This is an optimization exercise on Yosys and OpenROAD, whose aim is small area and a short achievable clock period, not a production implementation. The RTL was checked by simulation tests, not by an equivalence proof against the original design. Power figures rest on the tool's default switching activity, not on a simulated workload.

$ cat flow/constraint.sdc
create_clock -name core_clock -period 6.0 [get_ports {clk}]
set_input_delay 1.2000 -clock core_clock [delete_from_list [all_inputs] [get_ports {clk}]]
set_output_delay 1.2000 -clock core_clock [all_outputs]
set_load 0.01 [all_outputs]
$ cat flow/run.sh
#!/bin/bash
# synth_recipe.tcl (not shown) runs the flow's synth.tcl, then flattens the netlist and writes it again
# the make line also repeats each setting of config.mk as NAME=value (left out here)
make -C /OpenROAD-flow-scripts/flow DESIGN_CONFIG=/design/flow/config.mk WORK_HOME=/design/flow/orfs CLKGATE_MAP_FILE= SYNTH_SCRIPT=/design/flow/synth_recipe.tcl finish
$ cat flow/config.mk
export PLATFORM = sky130hd
export DESIGN_NAME = tlb_mp
export DESIGN_NICKNAME = tlb_mp
export VERILOG_FILES = /design/flow/design.v
export SDC_FILE = /design/flow/constraint.sdc
export NUM_CORES = 4
export LEC_CHECK = 0
export CAP_MARGIN = 20
export CORE_MARGIN = 2
export CORE_UTILIZATION = 30
export SETUP_SLACK_MARGIN = 0.2
export SLEW_MARGIN = 20
$ cat flow/design.v
module tlb_mp #(
  parameter int ENTRIES = 16,
  parameter int NPORTS  = 2,
  parameter int IDX_W   = $clog2(ENTRIES)
) (
  input  logic                  clk,
  input  logic                  rst,
  input  logic [7:0]            asid,
  input  logic [NPORTS-1:0]     lk_req,
  input  logic [NPORTS*32-1:0]  lk_vaddr,
  output logic [NPORTS-1:0]     lk_ack,
  output logic [NPORTS*32-1:0]  lk_paddr,
  output logic [NPORTS-1:0]     lk_miss,
  output logic [NPORTS-1:0]     lk_valid,
  output logic [NPORTS-1:0]     lk_dirty,
  output logic [NPORTS-1:0]     lk_uncached,
  input  logic                  tlb_we,
  input  logic                  tlb_wr_random,
  input  logic [IDX_W-1:0]      tlb_config_index,
  input  logic [85:0]           tlb_config,
  input  logic                  wired_we,
  input  logic [IDX_W-1:0]      wired_i,
  output logic [IDX_W-1:0]      random_o,
  input  logic                  tlb_p,
  output logic                  tlb_p_done,
  output logic [31:0]           tlb_p_res_o,
  input  logic [IDX_W-1:0]      tlb_read_index,
  output logic [85:0]           tlb_read_config_o
);
  localparam logic [IDX_W-1:0] LAST_IDX = IDX_W'(ENTRIES - 1);
  logic [85:0]      tlb [ENTRIES];
  logic [IDX_W-1:0] random_q;
  logic [IDX_W-1:0] wired_q;
  logic [IDX_W-1:0] wr_idx;
  assign random_o          = random_q;
  assign tlb_read_config_o = tlb[tlb_read_index];
  assign wr_idx            = tlb_wr_random ? random_q : tlb_config_index;
  always_ff @(posedge clk) begin
    if (rst) begin
      for (int i = 0; i < ENTRIES; i++) tlb[i] <= '0;
    end else if (tlb_we) begin
      tlb[wr_idx] <= tlb_config;
    end
  end
  always_ff @(posedge clk) begin
    if (rst) begin
      wired_q  <= '0;
      random_q <= LAST_IDX;
    end else if (wired_we) begin
      wired_q  <= wired_i;
      random_q <= LAST_IDX;
    end else if (random_q == wired_q) begin
      random_q <= LAST_IDX;
    end else begin
      random_q <= random_q - IDX_W'(1);
    end
  end
  genvar gp;
  for (gp = 0; gp < NPORTS; gp++) begin : g_port
    logic [31:0]      va;
    logic             hit;
    logic [IDX_W-1:0] idx;
    logic [19:0]      pfn;
    logic [2:0]       cca;
    logic             d_bit;
    logic             v_bit;
    logic             ack_q, miss_q, valid_q, dirty_q, unc_q;
    logic [31:0]      paddr_q;
    always_comb begin
      va  = lk_vaddr[32*gp +: 32];
      hit = 1'b0;
      idx = '0;
      for (int i = ENTRIES - 1; i >= 0; i--) begin
        if (tlb[i][70:52] == va[31:13] && (tlb[i][51] || tlb[i][85:78] == asid)) begin
          hit = 1'b1;
          idx = i[IDX_W-1:0];
        end
      end
      pfn   = va[12] ? tlb[idx][25:6] : tlb[idx][50:31];
      cca   = va[12] ? tlb[idx][5:3]  : tlb[idx][30:28];
      d_bit = va[12] ? tlb[idx][2]    : tlb[idx][27];
      v_bit = va[12] ? tlb[idx][1]    : tlb[idx][26];
    end
    always_ff @(posedge clk) begin
      if (rst) begin
        ack_q   <= 1'b0;
        paddr_q <= '0;
        miss_q  <= 1'b0;
        valid_q <= 1'b0;
        dirty_q <= 1'b0;
        unc_q   <= 1'b0;
      end else begin
        ack_q <= lk_req[gp];
        if (lk_req[gp]) begin
          paddr_q <= hit ? {pfn, va[11:0]} : 32'd0;
          miss_q  <= ~hit;
          valid_q <= hit & v_bit;
          dirty_q <= hit & d_bit;
          unc_q   <= hit & (cca == 3'd2);
        end
      end
    end
    assign lk_ack[gp]             = ack_q;
    assign lk_paddr[32*gp +: 32]  = paddr_q;
    assign lk_miss[gp]            = miss_q;
    assign lk_valid[gp]           = valid_q;
    assign lk_dirty[gp]           = dirty_q;
    assign lk_uncached[gp]        = unc_q;
  end
  logic             p_hit;
  logic [IDX_W-1:0] p_idx;
  always_comb begin
    p_hit = 1'b0;
    p_idx = '0;
    for (int i = ENTRIES - 1; i >= 0; i--) begin
      if (tlb[i][70:52] == tlb_config[70:52] && (tlb[i][51] || tlb[i][85:78] == asid)) begin
        p_hit = 1'b1;
        p_idx = i[IDX_W-1:0];
      end
    end
  end
  always_ff @(posedge clk) begin
    if (rst) begin
      tlb_p_done  <= 1'b0;
      tlb_p_res_o <= '0;
    end else begin
      tlb_p_done <= tlb_p;
      if (tlb_p) begin
        tlb_p_res_o <= p_hit ? {{(32-IDX_W){1'b0}}, p_idx} : 32'h8000_0000;
      end
    end
  end
endmodule
==> impl_results.md <==
* Req. time, crit path at 6.78 ns
* Met3 Usage GRT at 6.34%
* Hold Path End: g_port[0].miss_q
* Post-DP HPWL at 270000 µm
* Synthesized area at 0.0906 mm²
* Met1 GRT Util at 33.7%
* Post-CTS setup buffer count at 0
* Dpl ws at -0.109 ns
* Top_reg_cell synth: edfxtp_1
* Crit path kind: in2reg
* CP Launch Type: input pin
* Register area share after synthesis at 47.6%
* Final instance area at 0.108 mm²
* Inserted Clock Buffers at 170
* Syn Inst Count at 7555
* Worst-path clk slew at 0.06 ns
* Die Height at 553 µm
* H-tree depth at 4
* Area grow syn2layout at 18.9%
* Grt ovf at 0
* Asr flop ratio synth at 0%
* Clock tree buffer depth at 4
* CP Max Fanout at 16
* Dpl cells at 11700
* Relative slew margins at 20.5%
* Final setup fails at 0
* Clock sink count at 1464
* DRT Pass-1 Iters at 6
* VDD IR max at 0.199 mV
* Syn Area/Cell at 12.0 µm²
* Lkg Pwr at 36.9 nW
* Vias at 70100
* Post-DP Area at 0.102 mm²
* RR Endpoint: g_port[1].paddr_q[20]
* Most frequent cell after synthesis: and2_1
* Critical path data arrival time at 6.28 ns
* Chip Width at 553 µm
* RSZ-0062 raised after global routing: no
* Most used cell along the critical path: buf_4
* Vias in the first global route at 68200
* Overall Power at 0.0258 W
* First-pass GRT wire length at 558000 µm
* Final worst slack at 0.496 ns
* Fillcell total at 28800
* Initial antenna violation count at 71
* CP max stage cell: clkdlybuf4s50_1
* Clk latency of the worst-skew pair at 0.89 ns
* Pin count of the biggest net entering global routing at 87
* RePlAce Congestion at 1.02
* Core ar. at 0.300 mm²
* Synth top cells by count: and2_1 (1389), edfxtp_1 (1376), xnor2_1 (586)
* Initial Util at 30.2%
* Kind of end point of the critical path: flip-flop
* Final ANT Viol Nets at 0
* IO Count at 375
* WHS at 0.486 ns
* Worst Skew at 0.0906 ns
* Pins Over Slew Limit at 0
* WHS Path Cells at 2
* CTS tree: yes
* Largest cells by area after synthesis: edfxtp_1 (46%), mux4_2 (11%), and2_1 (9.6%), mux2i_1 (6.0%), xnor2_1 (5.7%)
* Period utilization at 91.7%
* Max-Cap Viols at 0
* Syn. warnings at 1
* PwrDens at 240 mW/mm²
* Via/cell ratio at 5.83
* Drt drc at 0
* R2R Setup Slk at 1.10 ns
* CP Buf/Inv Count at 6
* CTS resizes at 0
* Hold Crit Class: reg2reg
* Endpoints failing hold at 0
* Status: no timing/DRC/antenna violations
* Worst Max-Slew Pin Slew at 1.18 ns
* Hold_buf cts at 0
* Die area at 0.306 mm²
* HP Start: g_port[0].miss_q
* Number of synthesized flops with an enable pin at 1376
* Iteration-0 DRC count of the detailed router at 11300
* RR Startpoint: tlb[11][70]
* Final non-filler cell total at 12000
* Max incr delay on CP at 0.69 ns
* Reg2Reg Depth at 14
* # port buffers at 347
* Num rows at 201
* Routing usage on met2 at 38.7%
* F_max at 182 MHz
* Final nets at 8075
* Routed wire length at 408000 µm
* Worst path cell trace: clkdlybuf4s50_1, buf_4, xor2_1, nor4_1, a21oi_1, buf_4, nor3_1, and3_1, o21ai_0, buf_4, nand3_4, buf_12, buf_4, nand2_1, a32o_1, nor3_1, o21ai_0, nand4_1
* Post-DR wirelength/cell at 34.0 µm
* Critical path's top delay family: simple AND/OR/NAND/NOR gates
* Gr usage total at 25.8%
* Min Clock Period, post-route at 5.50 ns
* Share of layout cells above drive strength 1 at 17.0%
* Area share of the leading cell type in the synthesized netlist at 45.6%
* #FFs+latches synth at 1464
* Global route hottest layer: met2
* Synth area leader: edfxtp_1
* Library cells used by synthesis at 75
* CTS Root Buffer Type: clkbuf_16
## state kept, by name (all words and copies together) (netlist names)
signal          flops
g_port.unc_q        2
g_port.valid_q      2
g_port.ack_q        2
tlb_p_res_o         5
g_port.miss_q       2
g_port.dirty_q      2
random_q            4
g_port.paddr_q     64
wired_q             4
tlb              1376
tlb_p_done          1
## metrics by stage
step	setup TNS, ns	util (%)
3_5_place_dp	-0.371	34.0
4_1_cts	0	35.9
5_1_grt	0	35.9
3_3_place_gp	-0.0443	34.0
6_report	0	35.9
2_1_floorplan	-106.57	-
## layout make-up
cell class | count | area [µm²] | area share, %
repair buffers | 877 | 9420 | 8.75
clock inverters | 85 | 857 | 0.796
diodes | 26 | 65.1 | 0.0605
multi-input cells | 5372 | 44600 | 41.5
flip-flops and latches | 1464 | 43100 | 40.0
clock buffers | 213 | 4560 | 4.24
inverters | 11 | 41.3 | 0.0384
well taps | 3958 | 4950 | 4.60
## kinds of logic (layout without fill, tap and decap cells)
family,Yosys count,in the layout,share of synthesized area (%)
simple gates,2837,2837,17.3
flops,1464,1464,47.6
mux,1051,1051,17.8
xor+xnor,1046,1046,10.1
buf+inv,745,1186,3.69
compound gates,410,410,3.49
fa+ha+maj,1,1,0.0138
other cells,1,53,0.00414
## per-layer routing
layer | part of all wire (%) | wire (µm)
met5 | 0.049 | 200
met4 | 6.5 | 26400
met3 | 12 | 47100
met2 | 43 | 176000
met1 | 39 | 158000
## placed cells by master (no fill, tap or decap), types with 28 or more instances in the layout
master              n
o2111ai_1          28
a31oi_1            29
a21oi_1            41
and2_1           1388
nor3b_1            35
nand3_1           148
a32oi_1            32
mux4_2            438
buf_12            165
buf_4             365
nand2_1           522
clkbuf_16         174
o21ai_0            32
a22oi_1            79
nor2_1            217
mux2_2             64
clkdlybuf4s50_1   321
nor4_1            116
xnor2_1           586
edfxtp_1         1376
dfxtp_1            88
nor2b_1            36
clkbuf_1           33
nand4_1           230
nor3_1             70
xor2_1            460
mux2i_1           547
## tightest hold or removal path: stages, from the launching register on
cell and delay [ns]:
dfxtp_1 0.31, nor2_1 0.08, nor3_1 0.05
## worst max path at each step
stage,startpoint,to,slack [ns],cells after the start
after floorplan,tlb_config_index[0],tlb[0][0],-0.32,4
after global placement,asid[0],g_port[1].paddr_q[20],-0.04,18
after detailed placement,asid[0],g_port[1].paddr_q[14],-0.11,18
after CTS,asid[0],g_port[1].paddr_q[14],0.72,18
after global routing,asid[0],g_port[1].paddr_q[21],0.51,18
final,asid[0],g_port[1].paddr_q[20],0.50,18
## power by group
group / internal (W) / switching, W
combinational: 0.00134 / 0.00196
sequential: 0.0116 / 0.000440
clock: 0.00603 / 0.00448
total: 0.0189 / 0.00689

==> afterwards: timing with drivers on the ports <==
No port has a modelled driver above. Below, the same layout with a new extraction and two added sets of constraints.
Step 1: set_driving_cell puts a clkbuf_16 on clk and a buf_2 on each other input, an assumption about the parent block.
Step 2 adds t to the input delays and takes it off the output delays; t is the mean of the earliest and latest rising clock arrival at the registers after step 1. Input paths then give back, and output paths get back, about the clock's delay inside the block.
Slacks: ideal / step 1 / step 2; pairs: ideal / step 1.
t (ns): 0.942
slack for setup (ns): 0.496 / 0.573 / -0.368
cell pins on the clock port's net: 1
Met with ideal ports but missed after step 2: setup timing in this run. For this run, drivers alone change the setup slack by +0.077 ns; drivers and shift together by -0.864 ns.
